What follows belongs to an exercise in optimizing a design on an open flow for a short achievable clock period and few clock cycles; a production flow would make more cautious choices. Only simulation tests tie the RTL to the original design; equivalence was not proved. No activity file was given, so power comes from the tool's default toggle rates.

===== flow/config.mk =====
export PLATFORM = sky130hd
export DESIGN_NAME = cpuTop
export DESIGN_NICKNAME = cpuTop
export VERILOG_FILES = /design/flow/design.v
export SDC_FILE = /design/flow/constraint.sdc
export NUM_CORES = 4
export LEC_CHECK = 0
export ABC_CLOCK_PERIOD_IN_PS = 2500
export CAP_MARGIN = 20
export CORE_MARGIN = 2
export CORE_UTILIZATION = 45
export PLACE_DENSITY = 0.62
export SETUP_SLACK_MARGIN = 2.2
export SLEW_MARGIN = 20

===== flow/constraint.sdc =====
create_clock -name core_clock -period 5.5 [get_ports {clk}]
set_input_delay 1.1000 -clock core_clock [delete_from_list [all_inputs] [get_ports {clk}]]
set_output_delay 1.1000 -clock core_clock [all_outputs]
set_load 0.01 [all_outputs]

===== flow/design.v =====
`timescale 1ns/1ps
`default_nettype none
package isaPkg;
    typedef enum logic [1:0] {
        aluReg  = 2'b00,
        aluImm  = 2'b01,
        branch  = 2'b10,
        special = 2'b11
    } instrClass;
    typedef enum logic [3:0] {
        opAdd  = 4'd0,
        opSub  = 4'd1,
        opAnd  = 4'd2,
        opOr   = 4'd3,
        opXor  = 4'd4,
        opNot  = 4'd5,
        opShl  = 4'd6,
        opSra  = 4'd7,
        opSrl  = 4'd8,
        opPass = 4'd9
    } aluOp;
    typedef enum logic [1:0] {
        condAlways      = 2'b00,
        condNegative    = 2'b01,
        condNonNegative = 2'b10,
        condZero        = 2'b11
    } branchCond;
    typedef enum logic [3:0] {
        kindLoad  = 4'b1100,
        kindStore = 4'b1101,
        kindOut   = 4'b1111
    } specialKind;
    typedef struct packed {
        instrClass                      cls;
        aluOp                           op;
        logic [4-1:0] rs;
        logic [4-1:0] rt;
        logic [4-1:0] rd;
        logic [14-1:0]      imm;
    } aluFields;
    typedef struct packed {
        instrClass                      cls;
        logic [1:0]                     kind;
        logic [1:0]                     variant;
        logic [4-1:0] rs;
        logic [4-1:0] rt;
        logic [4-1:0] rd;
        logic [14-1:0]      imm;
    } ctlFields;
    typedef union packed {
        aluFields aluForm;
        ctlFields ctlForm;
    } instrWord;
endpackage
`default_nettype wire
`timescale 1ns/1ps
`default_nettype none
package ctrlPkg;
    typedef enum logic [2:0] {
        fetch     = 3'd0,
        decode    = 3'd1,
        execute   = 3'd2,
        memory    = 3'd3,
        writeback = 3'd4
    } cpuState;
    typedef enum logic {
        regA   = 1'b0,
        nextPc = 1'b1
    } operandA;
    typedef enum logic {
        regB      = 1'b0,
        immediate = 1'b1
    } operandB;
endpackage
`default_nettype wire
`timescale 1ns/1ps
`default_nettype none
module claAdder (
    input  logic [31:0] a,
    input  logic [31:0] b,
    input  logic        carryIn,
    output logic [31:0] sum
);
    logic [31:0] p;
    logic [5:0][31:0] gl;
    logic [5:0][31:0] pl;
    assign p = a ^ b;
    assign gl[0] = (a & b) | {31'd0, p[0] & carryIn};
    assign pl[0] = p;
    for (genvar k = 0; k < 5; k++) begin : genLevel
        for (genvar i = 0; i < 32; i++) begin : genBit
            if (i >= (1 << k)) begin : genJoin
                assign gl[k+1][i] = gl[k][i] | (pl[k][i] & gl[k][i - (1 << k)]);
                assign pl[k+1][i] = pl[k][i] & pl[k][i - (1 << k)];
            end else begin : genPass
                assign gl[k+1][i] = gl[k][i];
                assign pl[k+1][i] = pl[k][i];
            end
        end
    end
    assign sum = p ^ {gl[5][30:0], carryIn};
endmodule
`default_nettype wire
`timescale 1ns/1ps
`default_nettype none
module cpuTop (
    input  logic        clk,
    input  logic        reset,
    output logic [31:0] wbAdr,
    output logic [31:0] wbDatW,
    output logic        wbWe,
    output logic        wbCyc,
    output logic        wbStb,
    input  logic [31:0] wbDatR,
    input  logic        wbAck,
    output logic        outValid,
    output logic [31:0] outData
);
    localparam logic [1:0] KFetch = 2'd0;
    localparam logic [1:0] KLoad  = 2'd1;
    localparam logic [1:0] KStore = 2'd2;
    logic [7:0]         pc;
    logic [7:0]         pf;
    logic [7:0]         pfP1;
    logic [63:0]        icV;
    logic [63:0][1:0]   icTag;
    logic [63:0][31:0]  icData;
    logic [63:0]        icPt;
    logic [63:0][7:0]   icTgt;
    logic               dValid;
    logic [31:0]        dIr;
    logic [7:0]         dPc;
    logic               dPt;
    logic [7:0]         dTgt;
    logic               eValid;
    logic               eWr;
    logic               eLoad;
    logic               eStore;
    logic               eOut;
    logic [3:0]         eRd;
    logic [31:0]        eA;
    logic               eAZ;
    logic [31:0]        eB;
    logic [31:0]        eSD;
    logic               eFwdA;
    logic               eFwdB;
    logic               eFwdSD;
    logic               eSub;
    logic               eSelAdd;
    logic               eSelAnd;
    logic               eSelOr;
    logic               eSelXor;
    logic               eSelNot;
    logic               eSelShl;
    logic               eSelSra;
    logic               eSelSrl;
    logic               eSelPass;
    logic [7:0]         eIdx;
    logic [15:0]        eIdxOH;
    logic               eBr;
    logic [1:0]         eCond;
    logic               ePt;
    logic               eJump;
    logic [7:0]         eTgt;
    logic [7:0]         eNext;
    logic [7:0]         ePc;
    logic               missPend;
    logic               missReq;
    logic [7:0]         missIdx;
    logic               wValid;
    logic [3:0]         wRd;
    logic [31:0]        wRes;
    logic [15:0][31:0]  rf;
    logic [15:0]        rfZ;
    logic [15:0]        dcV;
    logic [15:0][3:0]   dcTag;
    logic [15:0][31:0]  dcData;
    logic [3:0][31:0]   sbAdr;
    logic [3:0][31:0]   sbDat;
    logic [3:0]         sbV;
    logic [1:0]         sbHead;
    logic [1:0]         sbTail;
    logic [2:0]         sbCnt;
    logic               busAct;
    logic [1:0]         busKind;
    logic [7:0]         busIdx;
    logic [31:0]        busAdr;
    logic [31:0]        busDat;
    logic               busWe;
    logic               fV;
    logic [1:0]         fK;
    logic [7:0]         fIdx;
    logic [31:0]        fData;
    logic               outV;
    logic [31:0]        outD;
    assign wbCyc = busAct;
    assign wbStb = busAct;
    assign wbAdr = busAdr;
    assign wbDatW = busDat;
    assign wbWe = busWe;
    assign outValid = outV;
    assign outData = outD;
    logic ackStore;
    logic fillFetch;
    logic fillLoad;
    assign ackStore = busAct && wbAck && (busKind == KStore);
    assign fillFetch = fV && (fK == KFetch);
    assign fillLoad = fV && (fK == KLoad);
    logic [5:0]  fI;
    logic        fHit;
    logic [31:0] fIns;
    logic        fPt;
    logic [7:0]  fTgt;
    logic fByp;
    assign fI = pc[5:0];
    assign fByp = fillFetch && (fIdx == pc);
    assign fHit = (icV[fI] && (icTag[fI] == pc[7:6])) || fByp;
    assign fIns = fByp ? fData : icData[fI];
    assign fPt = fByp ? fillPt : icPt[fI];
    assign fTgt = fByp ? fillTgt : icTgt[fI];
    logic [1:0]  dCls;
    logic [3:0]  dOp;
    logic [3:0]  dRs;
    logic [3:0]  dRt;
    logic [3:0]  dRd;
    logic [31:0] dImm;
    logic        dAluR;
    logic        dAluI;
    logic        dAlu;
    logic        dBr;
    logic        dLd;
    logic        dSt;
    logic        dOutI;
    logic        wZ;
    logic        bypRs;
    logic        bypRt;
    logic [31:0] rsv;
    logic [31:0] rtv;
    logic        rsZ;
    logic        fwdRs;
    logic        fwdRt;
    logic        hazard;
    logic        dLate;
    logic [9:0]  dAddr;
    assign dCls = dIr[31:30];
    assign dOp = dIr[29:26];
    assign dRs = dIr[25:22];
    assign dRt = dIr[21:18];
    assign dRd = dIr[17:14];
    assign dImm = {{18{dIr[13]}}, dIr[13:0]};
    assign dAluR = (dCls == 2'b00);
    assign dAluI = (dCls == 2'b01);
    assign dAlu = !dCls[1];
    assign dBr = (dCls == 2'b10);
    assign dLd = (dCls == 2'b11) && (dOp == 4'b1100);
    assign dSt = (dCls == 2'b11) && (dOp == 4'b1101);
    assign dOutI = (dCls == 2'b11) && (dOp == 4'b1111);
    assign wZ = (wRes == 32'd0);
    assign bypRs = wValid && (wRd == dRs);
    assign bypRt = wValid && (wRd == dRt);
    assign rsv = bypRs ? wRes : rf[dRs];
    assign rtv = bypRt ? wRes : rf[dRt];
    assign rsZ = bypRs ? wZ : rfZ[dRs];
    assign fwdRs = eValid && eWr && (eRd == dRs);
    assign fwdRt = eValid && eWr && (eRd == dRt);
    assign hazard = (dLd || dSt) && fwdRs;
    assign dLate = dBr && (dIr[27:26] != 2'b00);
    assign dAddr = rsv[9:0] + dImm[9:0];
    logic [31:0] opA;
    logic [31:0] opB;
    logic [31:0] sdv;
    logic [31:0] sum;
    logic [31:0] aluRes;
    logic [31:0] eRes;
    logic [3:0]  dcI;
    logic        dcHit;
    logic        eBlock;
    logic        ldMiss;
    logic        eDone;
    logic        stDone;
    logic        wrDone;
    logic        outDone;
    logic        eFree;
    logic        opAN;
    logic        opAZ;
    assign opA = eFwdA ? wRes : eA;
    assign opB = eFwdB ? wRes : eB;
    assign sdv = eFwdSD ? wRes : eSD;
    claAdder adder_i (
        .a      (opA),
        .b      (eSub ? ~opB : opB),
        .carryIn(eSub),
        .sum    (sum)
    );
    assign aluRes = ({32{eSelAdd}} & sum)
                  | ({32{eSelAnd}} & (opA & opB))
                  | ({32{eSelOr}} & (opA | opB))
                  | ({32{eSelXor}} & (opA ^ opB))
                  | ({32{eSelNot}} & ~opA)
                  | ({32{eSelShl}} & (opB[0] ? {opA[30:0], 1'b0} : opA))
                  | ({32{eSelSra}} & (opB[0] ? {opA[31], opA[31:1]} : opA))
                  | ({32{eSelSrl}} & (opB[0] ? {1'b0, opA[31:1]} : opA))
                  | ({32{eSelPass}} & opB);
    assign dcI = eIdx[3:0];
    logic [31:0] dcRead;
    always_comb begin
        dcHit = 1'b0;
        dcRead = 32'd0;
        for (int i = 0; i < 16; i++) begin
            dcHit = dcHit | (eIdxOH[i] && dcV[i] && (dcTag[i] == eIdx[7:4]));
            dcRead = dcRead | ({32{eIdxOH[i]}} & dcData[i]);
        end
    end
    assign eRes = eLoad ? dcRead : aluRes;
    assign ldMiss = eValid && eLoad && !dcHit;
    assign eBlock = eStore && sbCnt[2];
    assign eDone = eValid && !eBlock;
    assign stDone = eValid && eStore && !sbCnt[2];
    assign wrDone = eValid && eWr && !ldMiss;
    assign outDone = eValid && eOut;
    assign eFree = !eValid || eDone;
    assign opAN = eFwdA ? wRes[31] : eA[31];
    assign opAZ = eFwdA ? wZ : eAZ;
    logic       eTaken;
    logic       redirectE;
    logic       redirect;
    logic [7:0] redirPc;
    logic       dGo;
    logic       dFree;
    logic       fGo;
    always_comb begin
        case (eCond)
            2'b00:   eTaken = 1'b1;
            2'b01:   eTaken = opAN;
            2'b10:   eTaken = !opAN;
            default: eTaken = opAZ;
        endcase
    end
    assign redirectE = eValid && eBr && (eTaken != ePt) && eJump;
    assign dGo = dValid && eFree && !hazard && !(dLd && missPend && !fillLoad);
    assign dFree = !dValid || dGo;
    assign redirect = redirectE || ldMiss;
    assign redirPc = ldMiss ? ePc : (eTaken ? eTgt : eNext);
    assign fGo = fHit && dFree && !redirect;
    logic       lPf;
    logic       lPf1;
    logic [7:0] dpf;
    logic [7:0] dpf1;
    logic       demand;
    logic [7:0] nf1;
    logic [7:0] pcP1;
    logic       fMissR;
    logic [7:0] pcR;
    logic       fetchOnBus;
    logic       storeOnBus;
    logic       pfStep;
    logic [7:0] nf;
    logic       needNf;
    assign lPf = icV[pf[5:0]] && (icTag[pf[5:0]] == pf[7:6]);
    assign lPf1 = icV[pfP1[5:0]] && (icTag[pfP1[5:0]] == pfP1[7:6]);
    assign dpf = pf - pc;
    assign dpf1 = pfP1 - pc;
    assign fetchOnBus = busAct && (busKind == KFetch);
    assign storeOnBus = busAct && (busKind == KStore);
    assign pcP1 = pc + 8'd1;
    assign demand = fMissR && (pcR == pc) && !(fetchOnBus && busIdx == pc)
                 && !(fillFetch && fIdx == pc);
    assign pfStep = fetchOnBus || (lPf && dpf <= 8'd32);
    always_comb begin
        if (demand) begin
            nf = pc;
            nf1 = pcP1;
            needNf = 1'b1;
        end else if (pfStep) begin
            nf = pfP1;
            nf1 = pfP1 + 8'd1;
            needNf = !lPf1 && (dpf1 <= 8'd32);
        end else if (dpf[7]) begin
            nf = pc;
            nf1 = pcP1;
            needNf = 1'b0;
        end else begin
            nf = pf;
            nf1 = pfP1;
            needNf = !lPf && (dpf <= 8'd32);
        end
    end
    logic       busFree;
    logic       fetchHold;
    logic       sbConflict;
    logic       loadReq;
    logic       sbConflictE;
    logic [7:0] loadIdx;
    logic [1:0] headNext;
    logic       storeAvail;
    logic       selFetch;
    logic       selStore;
    assign busFree = !busAct || wbAck;
    assign fetchHold = fetchOnBus && !wbAck;
    always_comb begin
        sbConflict = 1'b0;
        sbConflictE = 1'b0;
        for (int i = 0; i < 4; i++) begin
            if (sbV[i] && sbAdr[i][9:2] == missIdx) sbConflict = 1'b1;
            if (sbV[i] && sbAdr[i][9:2] == eIdx) sbConflictE = 1'b1;
        end
    end
    assign loadReq = ldMiss ? !sbConflictE : (missPend && !missReq && !sbConflict);
    assign loadIdx = ldMiss ? eIdx : missIdx;
    assign headNext = sbHead + {1'b0, storeOnBus};
    assign storeAvail = (sbCnt > 3'd1) || (sbCnt == 3'd1 && !storeOnBus);
    assign selFetch = !loadReq && needNf && (demand || !storeAvail);
    assign selStore = !loadReq && !demand && storeAvail;
    always_ff @(posedge clk) begin
        if (reset) begin
            busAct <= 1'b1;
            busKind <= KFetch;
            busIdx <= 8'd0;
            busAdr <= 32'd0;
            busWe <= 1'b0;
            pf <= 8'd0;
            pfP1 <= 8'd1;
        end else begin
            if (!fetchHold) begin
                pf <= nf;
                pfP1 <= nf1;
            end
            if (busFree) begin
                busAct <= loadReq || selFetch || selStore;
                busWe <= selStore;
                if (loadReq) begin
                    busKind <= KLoad;
                    busAdr <= {22'd0, loadIdx, 2'b00};
                    busIdx <= loadIdx;
                end else if (selFetch) begin
                    busKind <= KFetch;
                    busAdr <= {22'd0, nf, 2'b00};
                    busIdx <= nf;
                end else begin
                    busKind <= KStore;
                    busAdr <= sbAdr[headNext];
                end
            end
        end
    end
    always_ff @(posedge clk) begin
        if (busFree) busDat <= sbDat[headNext];
    end
    always_ff @(posedge clk) begin
        if (reset) begin
            fMissR <= 1'b0;
            pcR <= 8'd0;
        end else begin
            fMissR <= !fHit;
            pcR <= pc;
        end
    end
    always_ff @(posedge clk) begin
        if (reset) begin
            missPend <= 1'b0;
            missReq <= 1'b0;
        end else if (ldMiss) begin
            missPend <= 1'b1;
            missReq <= busFree && loadReq;
        end else begin
            if (fillLoad) missPend <= 1'b0;
            if (busFree && loadReq) missReq <= 1'b1;
        end
    end
    always_ff @(posedge clk) begin
        if (ldMiss) missIdx <= eIdx;
    end
    always_ff @(posedge clk) begin
        if (reset) begin
            sbV <= '0;
            sbHead <= '0;
            sbTail <= '0;
            sbCnt <= '0;
        end else begin
            if (ackStore) begin
                sbV[sbHead] <= 1'b0;
                sbHead <= sbHead + 2'd1;
            end
            if (stDone) begin
                sbV[sbTail] <= 1'b1;
                sbTail <= sbTail + 2'd1;
            end
            sbCnt <= sbCnt + {2'd0, stDone} - {2'd0, ackStore};
        end
    end
    always_ff @(posedge clk) begin
        if (stDone) begin
            sbAdr[sbTail] <= sum;
            sbDat[sbTail] <= sdv;
        end
    end
    logic [7:0] fillTgt;
    logic       fillPt;
    assign fillTgt = fIdx + 8'd1 + fData[9:2];
    assign fillPt = (fData[31:30] == 2'b10) && ((fData[27:26] == 2'b00) || fData[13]);
    always_ff @(posedge clk) begin
        if (reset) begin
            fV <= 1'b0;
        end else begin
            fV <= busAct && wbAck && !busWe;
        end
    end
    always_ff @(posedge clk) begin
        fK <= busKind;
        fIdx <= busIdx;
        fData <= wbDatR;
    end
    always_ff @(posedge clk) begin
        if (reset) begin
            icV <= '0;
            dcV <= '0;
        end else begin
            if (fillFetch) icV[fIdx[5:0]] <= 1'b1;
            if (stDone && icTag[eIdx[5:0]] == eIdx[7:6]) icV[eIdx[5:0]] <= 1'b0;
            if (fillLoad) dcV[fIdx[3:0]] <= 1'b1;
            if (stDone) dcV[dcI] <= 1'b1;
        end
    end
    always_ff @(posedge clk) begin
        if (fillFetch) begin
            icData[fIdx[5:0]] <= fData;
            icTag[fIdx[5:0]] <= fIdx[7:6];
            icPt[fIdx[5:0]] <= fillPt;
            icTgt[fIdx[5:0]] <= fillTgt;
        end
        if (fillLoad) begin
            dcData[fIdx[3:0]] <= fData;
            dcTag[fIdx[3:0]] <= fIdx[7:4];
        end else if (stDone) begin
            dcData[dcI] <= sdv;
            dcTag[dcI] <= eIdx[7:4];
        end
    end
    always_ff @(posedge clk) begin
        if (reset) begin
            pc <= 8'd0;
            dValid <= 1'b0;
            eValid <= 1'b0;
            wValid <= 1'b0;
            outV <= 1'b0;
        end else begin
            if (redirect) pc <= redirPc;
            else if (fGo) pc <= fPt ? fTgt : pcP1;
            if (redirect) dValid <= 1'b0;
            else if (dFree) dValid <= fHit;
            if (redirect) eValid <= 1'b0;
            else if (dGo) eValid <= dAlu || dLd || dSt || dOutI || dLate;
            else if (eDone) eValid <= 1'b0;
            wValid <= wrDone;
            outV <= outDone;
        end
    end
    always_ff @(posedge clk) begin
        if (dFree) begin
            dIr <= fIns;
            dPc <= pc;
            dPt <= fPt;
            dTgt <= fTgt;
        end
        if (dGo) begin
            eWr <= dAlu || dLd;
            eLoad <= dLd;
            eStore <= dSt;
            eOut <= dOutI;
            eRd <= dRd;
            eA <= rsv;
            eAZ <= rsZ;
            eFwdA <= fwdRs;
            eB <= (dAluI || dSt) ? dImm : rtv;
            eFwdB <= !(dAluI || dSt) && fwdRt;
            eSD <= rtv;
            eFwdSD <= fwdRt;
            eIdx <= dAddr[9:2];
            eIdxOH <= 16'd1 << dAddr[5:2];
            eSub <= dAlu && dOp == 4'd1;
            eSelAdd <= (dAlu && (dOp == 4'd0 || dOp == 4'd1)) || dSt || dOutI;
            eSelAnd <= dAlu && dOp == 4'd2;
            eSelOr <= dAlu && dOp == 4'd3;
            eSelXor <= dAlu && dOp == 4'd4;
            eSelNot <= dAlu && dOp == 4'd5;
            eSelShl <= dAlu && dOp == 4'd6;
            eSelSra <= dAlu && dOp == 4'd7;
            eSelSrl <= dAlu && dOp == 4'd8;
            eSelPass <= dAlu && dOp == 4'd9;
            eBr <= dLate;
            eCond <= dIr[27:26];
            ePt <= dPt;
            eJump <= dIr[9:2] != 8'd0;
            eTgt <= dTgt;
            eNext <= dPc + 8'd1;
            ePc <= dPc;
        end
        if (eValid && eWr) begin
            wRd <= eRd;
            wRes <= eRes;
        end
        if (outDone) begin
            outD <= sum;
        end
    end
    always_ff @(posedge clk) begin
        if (reset) begin
            rf <= '0;
            rfZ <= '1;
        end else if (wValid) begin
            rf[wRd] <= wRes;
            rfZ[wRd] <= wZ;
        end
    end
endmodule
`default_nettype wire

===== flow/run.sh =====
#!/bin/bash
# synth_recipe.tcl (not shown) runs the flow's synth.tcl, then flattens the netlist and writes it again
# the make line also repeats each setting of config.mk as NAME=value (left out here)
make -C /OpenROAD-flow-scripts/flow DESIGN_CONFIG=/design/flow/config.mk WORK_HOME=/design/flow/orfs CLKGATE_MAP_FILE= SYNTH_SCRIPT=/design/flow/synth_recipe.tcl finish

==> run_results.csv, run 1 <==
group,metric,value,unit
die,row_count,268,
power_and_ir_drop,p_total,0.135,W
sta,slew_headroom,0.175,
cts,cts.clk_slew.worst_paths,0.07,ns
yosys,ys_seq_elements,4657,
placed_design,post-dp-hpwl,519000,um
cts,cts_tree,"done",
placed_design,dp_cells,26046,
cts,htree_levels,6,
yosys,yosysTopAreaCell,"edfxtp_1",
setup_path,cp-startpoint,"eFwdA",
layout,final_nets,20475,
die,chipWidth,734,um
worst_hold_path,hp-start,"reset",
global_route,grt_pass1_vias,173018,
cts,cts_buffers,524,
cts,cts-root-buf,"clkbuf_16",
yosys,syn_area,0.240,mm2
global_route,track_usage,0.331,
yosys,synth_edf_count,3904,
sta,period_share,0.719,
setup_path,path_max_fanout,14,
sta,finalCriticalPeriod,3.96,ns
setup_path,r2r_start,"eFwdA",
global_route,grt-ovfl-total,0,
global_route,grt_max_degree,199,
layout,fin_util,0.531,
yosys,synthFlopType,"edfxtp_1",
global_route,grt_first_pass_wirelength,1300000,um
placed_design,place_congestion,0.952,
flow_run,cap_viol_max_count,0,
yosys,seq_area_frac_synth,0.551,
sta,rsz0062_at_grt,"true",
sta,hold_viol_final,0,
setup_path,cp-start-kind,"flip-flop",
run_status,status,"timing/DRC/antenna clean",
sta,tns,0,ns
routing,vias,185929,
sta,skew,0.0579,ns
sta,setup_viol,0,
yosys,syn_inst,20123,
placed_design,portBuffers,134,
yosys,synth_cell_types,97,
layout,syn_to_final_growth,17.8,%
sta,slew_viol_final,0,
yosys,synthArstFlopShare,0,
routing,postRouteAntennaNets,0,
die,coreArea,0.532,mm2
routing,wire_per_inst,34.0,um
layout,fin_cells,27739,
sta,tightest_slew,1.24,ns
routing,drt-initial-drc-count,31325,
layout,multi_input_area,0.105,mm2
yosys,yosysWarnings,1,
setup_path,critPathCaptureType,"flip-flop",
routing,routed_via_density,6.70,
worst_hold_path,worstHoldPathType,"input port to flip-flop",
setup_path,critPathKind,"flip-flop to flip-flop",
die,die_y,734,um
power_and_ir_drop,ir_drop,0.000605,V
cts,clock_latency,1.13,ns
yosys,synth_fp_nets,20318,
die,dieArea,0.539,mm2
global_route,antenna_found_initial,54,
routing,wl,944000,um
power_and_ir_drop,p_leak,100,nW
routing,drtPass1Iterations,7,
die,start_util,0.451,
yosys,ys_top_cells_by_count,"nand2_1, edfxtp_1, nor2_1",
routing,drc_errors,0,
layout,fill_cells,43946,
yosys,synth_area_leaders,"edfxtp_1, mux4_2, nand2_1, dfxtp_1, mux2_2",
power_and_ir_drop,p_per_area,478,mW/mm2
layout,seqCellArea,0.132,mm2
setup_path,crit_arrival,4.82,ns
sta,fmax,253,MHz
yosys,yosysMostFrequentCell,"nand2_1",
yosys,yosysTopAreaCellShare,0.488,
die,ioPinCount,135,
cts,clock_sinks,4657,
setup_path,critPathRequiredTime,6.37,ns
layout,layout-drive-gt1-share,0.267,
yosys,syn_area_per_cell,11.9,um2
cts,cts_buffer_depth,4,
## metal layers
layer	part of all wire	vias up	wire length, um	GRT usage
li1	-	75374	-	-
met2	0.43	14627	409000	0.496
met5	0.00017	-	161	0
met1	0.35	92884	331000	0.438
met4	0.077	22	72300	0.198
met3	0.14	3022	131000	0.0801
## where the power goes
group | switching (W) | leakage, nW | internal, W
Clock | 0.0153 | 7.93 | 0.0192
Combinational | 0.0309 | 50.0 | 0.0223
Sequential | 0.00293 | 42.2 | 0.0445
Total | 0.0491 | 100 | 0.0860
## placed cells by master, fill, tap and decap left out, drive strengths merged, types with 156 or more instances in the layout
master / Yosys / routed
a21oi: 516 / 516
nand3: 190 / 191
mux4: 1413 / 1413
dfxtp: 753 / 753
a22oi: 462 / 462
mux2: 1181 / 1181
nand2: 4577 / 4595
clkinv: 9 / 196
o21ai: 801 / 801
nor2: 1661 / 1663
buf: 366 / 1282
edfxtp: 3904 / 3904
a22o: 222 / 222
inv: 272 / 295
clkbuf: 1509 / 740
ha: 156 / 156
mux2i: 181 / 181
o22ai: 602 / 602
## final timing paths
path                end  slack, ns  depth (start not counted)
max          sbAdr[127]       1.54                         14
min          busAdr[25]       0.41                          2
max reg2reg  sbAdr[127]       1.54                         14
min reg2reg     eTgt[5]       0.42                          0
## worst max-delay path: stages, from the launching register on
cell,delay [ns]
edfxtp_1,0.37
buf_4,0.14
buf_4,0.16
bufbuf_16,0.34
mux2i_1,0.31
inv_1,0.18
ha_1,0.49
nand3_2,0.19
nor2_1,0.25
nand3_1,0.14
o211ai_1,0.25
o21ai_2,0.12
and3_4,0.20
a211o_4,0.38
a22o_1,0.20
## through the flow
stage	setup slack, ns	hold slack, ns	area, um2
2_1_floorplan	-37.01	0.362	240000
6_report	1.54	0.408	283000
4_1_cts	1.63	0.350	278000
3_3_place_gp	0.650	0.403	250000
5_1_grt	1.41	0.420	283000
3_5_place_dp	0.547	0.405	251000
## registers in the layout, summed over array words and instances (netlist names), 64 cells and up
signal  flops
icData   2048
dcTag      64
icV        64
icPt       64
sbAdr     128
icTag     128
icTgt     512
sbDat     128
rf        512
dcData    512
## cell type report
| cell class | instances | share of cell area |
|---|---|---|
| sequential | 4657 | 0.469 |
| multi-input combinational | 13339 | 0.372 |
| timing repair buffer | 1476 | 0.0664 |
| clock buffer | 700 | 0.0506 |
| tap | 7020 | 0.0311 |
| clock inverter | 242 | 0.00703 |
| inverter | 281 | 0.00400 |
| antenna | 23 | 0.000204 |
| timing repair inverter | 1 | 0.0000310 |
## what timing repair did
action	CTS	global route
resized for setup	1028	466
cloned	106	49
buffers inserted	359	213
pin swaps	291	163
endpoints found under the setup margin	4135	2951
hold buffers	0	0
## cells by family after synthesis
group                      synth area share
adders and majority gates           0.00846
and+or+nand+nor                       0.115
buffers and inverters                0.0348
xor gates and xnor gates            0.00941
DFF                                   0.551
muxes                                 0.196
AOI/OAI and AO/OA                    0.0856
Testbench counts, summed over its fixed seeds: cycles 7,516.
==> inputs of run 2 (changes only) <==
--- a/flow/design.v
+++ b/flow/design.v
@@ -122,16 +122,20 @@
     logic [7:0]         pc;
     logic [7:0]         pf;
     logic [7:0]         pfP1;
+    logic [63:0]        pcOH;
+    logic [63:0]        pfOH;
+    logic [63:0]        pfP1OH;
     logic [63:0]        icV;
     logic [63:0][1:0]   icTag;
     logic [63:0][31:0]  icData;
     logic [63:0]        icPt;
-    logic [63:0][7:0]   icTgt;
+    logic [63:0][7:0]   icNext;
     logic               dValid;
     logic [31:0]        dIr;
+    logic [15:0]        dRsOH;
+    logic [15:0]        dRtOH;
     logic [7:0]         dPc;
     logic               dPt;
-    logic [7:0]         dTgt;
     logic               eValid;
     logic               eWr;
     logic               eLoad;
@@ -141,6 +145,7 @@
     logic [31:0]        eA;
     logic               eAZ;
     logic [31:0]        eB;
+    logic [31:0]        eBS;
     logic [31:0]        eSD;
     logic               eFwdA;
     logic               eFwdB;
@@ -206,18 +211,32 @@
     assign ackStore = busAct && wbAck && (busKind == KStore);
     assign fillFetch = fV && (fK == KFetch);
     assign fillLoad = fV && (fK == KLoad);
-    logic [5:0]  fI;
     logic        fHit;
     logic [31:0] fIns;
     logic        fPt;
-    logic [7:0]  fTgt;
+    logic [7:0]  fNext;
     logic fByp;
-    assign fI = pc[5:0];
+    logic        icHit;
+    logic [31:0] icIns;
+    logic        icPtR;
+    logic [7:0]  icNextR;
+    always_comb begin
+        icHit = 1'b0;
+        icIns = 32'd0;
+        icPtR = 1'b0;
+        icNextR = 8'd0;
+        for (int i = 0; i < 64; i++) begin
+            icHit = icHit | (pcOH[i] && icV[i] && (icTag[i] == pc[7:6]));
+            icIns = icIns | ({32{pcOH[i]}} & icData[i]);
+            icPtR = icPtR | (pcOH[i] && icPt[i]);
+            icNextR = icNextR | ({8{pcOH[i]}} & icNext[i]);
+        end
+    end
     assign fByp = fillFetch && (fIdx == pc);
-    assign fHit = (icV[fI] && (icTag[fI] == pc[7:6])) || fByp;
-    assign fIns = fByp ? fData : icData[fI];
-    assign fPt = fByp ? fillPt : icPt[fI];
-    assign fTgt = fByp ? fillTgt : icTgt[fI];
+    assign fHit = icHit || fByp;
+    assign fIns = fByp ? fData : icIns;
+    assign fPt = fByp ? fillPt : icPtR;
+    assign fNext = fByp ? fillNext : icNextR;
     logic [1:0]  dCls;
     logic [3:0]  dOp;
     logic [3:0]  dRs;
@@ -241,6 +260,9 @@
     logic        fwdRt;
     logic        hazard;
     logic        dLate;
+    logic        rsN;
+    logic        dTaken;
+    logic [7:0]  dTgt;
     logic [9:0]  dAddr;
     assign dCls = dIr[31:30];
     assign dOp = dIr[29:26];
@@ -258,15 +280,39 @@
     assign wZ = (wRes == 32'd0);
     assign bypRs = wValid && (wRd == dRs);
     assign bypRt = wValid && (wRd == dRt);
-    assign rsv = bypRs ? wRes : rf[dRs];
-    assign rtv = bypRt ? wRes : rf[dRt];
-    assign rsZ = bypRs ? wZ : rfZ[dRs];
+    logic [31:0] rfRs;
+    logic [31:0] rfRt;
+    logic        rfRsZ;
+    always_comb begin
+        rfRs = 32'd0;
+        rfRt = 32'd0;
+        rfRsZ = 1'b0;
+        for (int i = 0; i < 16; i++) begin
+            rfRs = rfRs | ({32{dRsOH[i]}} & rf[i]);
+            rfRt = rfRt | ({32{dRtOH[i]}} & rf[i]);
+            rfRsZ = rfRsZ | (dRsOH[i] && rfZ[i]);
+        end
+    end
+    assign rsv = bypRs ? wRes : rfRs;
+    assign rtv = bypRt ? wRes : rfRt;
+    assign rsZ = bypRs ? wZ : rfRsZ;
     assign fwdRs = eValid && eWr && (eRd == dRs);
     assign fwdRt = eValid && eWr && (eRd == dRt);
-    assign hazard = (dLd || dSt) && fwdRs;
-    assign dLate = dBr && (dIr[27:26] != 2'b00);
+    assign hazard = ((dLd || dSt || dOutI) && fwdRs) || (dOutI && fwdRt);
+    assign dLate = dBr && (dIr[27:26] != 2'b00) && fwdRs;
+    assign rsN = bypRs ? wRes[31] : rfRs[31];
+    assign dTgt = dPc + 8'd1 + dIr[9:2];
+    always_comb begin
+        case (dIr[27:26])
+            2'b00:   dTaken = 1'b1;
+            2'b01:   dTaken = rsN;
+            2'b10:   dTaken = !rsN;
+            default: dTaken = rsZ;
+        endcase
+    end
     assign dAddr = rsv[9:0] + dImm[9:0];
     logic [31:0] opA;
+    logic [31:0] eSum;
     logic [31:0] opB;
     logic [31:0] sdv;
     logic [31:0] sum;
@@ -284,6 +330,7 @@
     logic        opAN;
     logic        opAZ;
     assign opA = eFwdA ? wRes : eA;
+    assign eSum = eA + eBS;
     assign opB = eFwdB ? wRes : eB;
     assign sdv = eFwdSD ? wRes : eSD;
     claAdder adder_i (
@@ -324,10 +371,13 @@
     logic       eTaken;
     logic       redirectE;
     logic       redirect;
+    logic       redirectD;
     logic [7:0] redirPc;
     logic       dGo;
     logic       dFree;
     logic       fGo;
+    logic [7:0] pcNext;
+    logic [7:0] pcP1;
     always_comb begin
         case (eCond)
             2'b00:   eTaken = 1'b1;
@@ -339,16 +389,20 @@
     assign redirectE = eValid && eBr && (eTaken != ePt) && eJump;
     assign dGo = dValid && eFree && !hazard && !(dLd && missPend && !fillLoad);
     assign dFree = !dValid || dGo;
-    assign redirect = redirectE || ldMiss;
-    assign redirPc = ldMiss ? ePc : (eTaken ? eTgt : eNext);
+    assign redirectD = dGo && dBr && !dLate && (dTaken != dPt) && (dIr[9:2] != 8'd0);
+    assign redirect = redirectE || ldMiss || redirectD;
+    assign redirPc = ldMiss ? ePc : redirectE ? (eTaken ? eTgt : eNext)
+                   : (dTaken ? dTgt : dPc + 8'd1);
     assign fGo = fHit && dFree && !redirect;
+    assign pcNext = redirect ? redirPc : (fGo ? fNext : pc);
     logic       lPf;
     logic       lPf1;
     logic [7:0] dpf;
     logic [7:0] dpf1;
     logic       demand;
     logic [7:0] nf1;
-    logic [7:0] pcP1;
+    logic [63:0] nfOH;
+    logic [63:0] nf1OH;
     logic       fMissR;
     logic [7:0] pcR;
     logic       fetchOnBus;
@@ -356,8 +410,14 @@
     logic       pfStep;
     logic [7:0] nf;
     logic       needNf;
-    assign lPf = icV[pf[5:0]] && (icTag[pf[5:0]] == pf[7:6]);
-    assign lPf1 = icV[pfP1[5:0]] && (icTag[pfP1[5:0]] == pfP1[7:6]);
+    always_comb begin
+        lPf = 1'b0;
+        lPf1 = 1'b0;
+        for (int i = 0; i < 64; i++) begin
+            lPf = lPf | (pfOH[i] && icV[i] && (icTag[i] == pf[7:6]));
+            lPf1 = lPf1 | (pfP1OH[i] && icV[i] && (icTag[i] == pfP1[7:6]));
+        end
+    end
     assign dpf = pf - pc;
     assign dpf1 = pfP1 - pc;
     assign fetchOnBus = busAct && (busKind == KFetch);
@@ -370,18 +430,26 @@
         if (demand) begin
             nf = pc;
             nf1 = pcP1;
+            nfOH = pcOH;
+            nf1OH = {pcOH[62:0], pcOH[63]};
             needNf = 1'b1;
         end else if (pfStep) begin
             nf = pfP1;
             nf1 = pfP1 + 8'd1;
+            nfOH = pfP1OH;
+            nf1OH = {pfP1OH[62:0], pfP1OH[63]};
             needNf = !lPf1 && (dpf1 <= 8'd32);
         end else if (dpf[7]) begin
             nf = pc;
             nf1 = pcP1;
+            nfOH = pcOH;
+            nf1OH = {pcOH[62:0], pcOH[63]};
             needNf = 1'b0;
         end else begin
             nf = pf;
             nf1 = pfP1;
+            nfOH = pfOH;
+            nf1OH = pfP1OH;
             needNf = !lPf && (dpf <= 8'd32);
         end
     end
@@ -420,10 +488,14 @@
             busWe <= 1'b0;
             pf <= 8'd0;
             pfP1 <= 8'd1;
+            pfOH <= 64'd1;
+            pfP1OH <= 64'd2;
         end else begin
             if (!fetchHold) begin
                 pf <= nf;
                 pfP1 <= nf1;
+                pfOH <= nfOH;
+                pfP1OH <= nf1OH;
             end
             if (busFree) begin
                 busAct <= loadReq || selFetch || selStore;
@@ -490,14 +562,16 @@
     end
     always_ff @(posedge clk) begin
         if (stDone) begin
-            sbAdr[sbTail] <= sum;
+            sbAdr[sbTail] <= eSum;
             sbDat[sbTail] <= sdv;
         end
     end
     logic [7:0] fillTgt;
     logic       fillPt;
+    logic [7:0] fillNext;
     assign fillTgt = fIdx + 8'd1 + fData[9:2];
     assign fillPt = (fData[31:30] == 2'b10) && ((fData[27:26] == 2'b00) || fData[13]);
+    assign fillNext = fillPt ? fillTgt : fIdx + 8'd1;
     always_ff @(posedge clk) begin
         if (reset) begin
             fV <= 1'b0;
@@ -516,7 +590,6 @@
             dcV <= '0;
         end else begin
             if (fillFetch) icV[fIdx[5:0]] <= 1'b1;
-            if (stDone && icTag[eIdx[5:0]] == eIdx[7:6]) icV[eIdx[5:0]] <= 1'b0;
             if (fillLoad) dcV[fIdx[3:0]] <= 1'b1;
             if (stDone) dcV[dcI] <= 1'b1;
         end
@@ -526,7 +599,7 @@
             icData[fIdx[5:0]] <= fData;
             icTag[fIdx[5:0]] <= fIdx[7:6];
             icPt[fIdx[5:0]] <= fillPt;
-            icTgt[fIdx[5:0]] <= fillTgt;
+            icNext[fIdx[5:0]] <= fillNext;
         end
         if (fillLoad) begin
             dcData[fIdx[3:0]] <= fData;
@@ -539,13 +612,14 @@
     always_ff @(posedge clk) begin
         if (reset) begin
             pc <= 8'd0;
+            pcOH <= 64'd1;
             dValid <= 1'b0;
             eValid <= 1'b0;
             wValid <= 1'b0;
             outV <= 1'b0;
         end else begin
-            if (redirect) pc <= redirPc;
-            else if (fGo) pc <= fPt ? fTgt : pcP1;
+            pc <= pcNext;
+            pcOH <= 64'd1 << pcNext[5:0];
             if (redirect) dValid <= 1'b0;
             else if (dFree) dValid <= fHit;
             if (redirect) eValid <= 1'b0;
@@ -558,9 +632,10 @@
     always_ff @(posedge clk) begin
         if (dFree) begin
             dIr <= fIns;
+            dRsOH <= 16'd1 << fIns[25:22];
+            dRtOH <= 16'd1 << fIns[21:18];
             dPc <= pc;
             dPt <= fPt;
-            dTgt <= fTgt;
         end
         if (dGo) begin
             eWr <= dAlu || dLd;
@@ -572,13 +647,14 @@
             eAZ <= rsZ;
             eFwdA <= fwdRs;
             eB <= (dAluI || dSt) ? dImm : rtv;
+            eBS <= dSt ? dImm : rtv;
             eFwdB <= !(dAluI || dSt) && fwdRt;
             eSD <= rtv;
             eFwdSD <= fwdRt;
             eIdx <= dAddr[9:2];
             eIdxOH <= 16'd1 << dAddr[5:2];
             eSub <= dAlu && dOp == 4'd1;
-            eSelAdd <= (dAlu && (dOp == 4'd0 || dOp == 4'd1)) || dSt || dOutI;
+            eSelAdd <= dAlu && (dOp == 4'd0 || dOp == 4'd1);
             eSelAnd <= dAlu && dOp == 4'd2;
             eSelOr <= dAlu && dOp == 4'd3;
             eSelXor <= dAlu && dOp == 4'd4;
@@ -600,7 +676,7 @@
             wRes <= eRes;
         end
         if (outDone) begin
-            outD <= sum;
+            outD <= eSum;
         end
     end
     always_ff @(posedge clk) begin
--- a/flow/config.mk
+++ b/flow/config.mk
@@ -10,5 +10,5 @@
 export CORE_MARGIN = 2
 export CORE_UTILIZATION = 45
 export PLACE_DENSITY = 0.62
-export SETUP_SLACK_MARGIN = 2.2
+export SETUP_SLACK_MARGIN = 2.4
 export SLEW_MARGIN = 20
==> run_results.csv, run 2 <==
group,metric,value,unit
yosys,yosysTopAreaCell,"edfxtp_1",
yosys,synthArstFlopShare,0,
cts,cts_buffers,548,
die,ioPinCount,135,
cts,cts_buffer_depth,4,
yosys,synth_cell_types,94,
run_status,error,"[ERROR GRT-0232] Routing congestion too high. Check the congestion heatmap in the GUI.",
die,row_count,267,
yosys,ys_seq_elements,4841,
cts,htree_levels,6,
placed_design,place_congestion,1.03,
yosys,syn_area_per_cell,10.5,um2
yosys,yosysMostFrequentCell,"nand2_1",
global_route,track_usage,0.585,
placed_design,post-dp-hpwl,767000,um
run_status,status,"stopped before the end",
yosys,synth_fp_nets,22895,
yosys,synth_area_leaders,"edfxtp_1, nand2_1, dfxtp_1, mux2_2, a22o_1",
yosys,seq_area_frac_synth,0.574,
yosys,syn_inst,22658,
die,start_util,0.451,
placed_design,portBuffers,134,
yosys,yosysTopAreaCellShare,0.500,
yosys,synth_edf_count,3960,
die,die_y,731,um
yosys,synthFlopType,"edfxtp_1",
yosys,yosysWarnings,1,
die,chipWidth,731,um
cts,clock_sinks,4841,
run_status,lastStage,"global routing (5_1_grt)",
yosys,ys_top_cells_by_count,"nand2_1, edfxtp_1, clkbuf_1",
placed_design,dp_slack,0.371,ns
yosys,syn_area,0.238,mm2
global_route,grt_max_degree,235,
cts,cts-root-buf,"clkbuf_16",
global_route,grt-ovfl-total,3,
placed_design,place_area,0.252,mm2
-- run 2: timing repair --
action / in CTS
pin swaps: 784
resized for setup: 2730
endpoints found under the setup margin: 5061
hold buffers: 0
buffers inserted: 940
gates cloned: 235
-- run 2: kinds of logic after synthesis --
| logic type | Yosys count | share of synthesized area |
|---|---|---|
| buf+inv | 2532 | 0.0404 |
| fa+ha+maj | 202 | 0.0108 |
| compound gates | 5677 | 0.168 |
| flops | 4841 | 0.574 |
| mux | 987 | 0.0487 |
| simple gates | 7791 | 0.135 |
| xor+xnor | 628 | 0.0231 |
-- run 2: power by group through the flow --
stage          registers [W]  logic (W)  clock network (W)
3_3_place_gp          0.0519     0.0400                  0
2_1_floorplan         0.0482     0.0194                  0
3_5_place_dp          0.0520     0.0404                  0
4_1_cts               0.0507     0.0541             0.0370
-- run 2: layer usage --
| layer | GRT usage | overflow |
|---|---|---|
| met1 | 0.603 | 0 |
| met4 | 0.544 | 3 |
| met5 | 0.348 | 0 |
| met3 | 0.464 | 0 |
| met2 | 0.698 | 0 |
-- run 2: how the worst max path moves through the flow --
stage	from	end
after CTS	pf[6]	pfP1OH[57]
after global placement	pc[6]	pcOH[26]
after floorplan	fV	icData[0]
after detailed placement	pc[6]	pcOH[26]
-- run 2: per-stage QoR --
step	cells	power, W	hold WS [ns]
after CTS	30954	0.142	0.372
after detailed placement	28806	0.0924	0.389
after global placement	28803	0.0919	0.386
after floorplan	22658	0.0676	0.362
Testbench counts of run 2, summed over its fixed seeds: cycles 7,502.

==> separate check: timing with driven ports <==
In the flow no input, the clock included, has a driving cell. The finished layout below was timed again as built, in two steps. Step 1: set_driving_cell puts a clkbuf_16 on clk and a buf_2 on each other input, an assumption about the parent block. Step 2 moves the port delays by t, midway between the first and last clock arrival at a register: inputs arrive t later, outputs are due t later. That takes back most of the time a late clock gives input paths. Three values: no drivers, after step 1, after step 2; two values: the first two.
run: run 1
t, ns: 1.233
setup slack, ns: 1.545 / 1.545 / 1.545
worst register clock-pin slew, ns: 0.07 / 0.07
After both steps setup and hold are still met in run 1. For run 1, drivers alone change the setup slack by 0.000 ns; drivers and shift together by 0.000 ns.
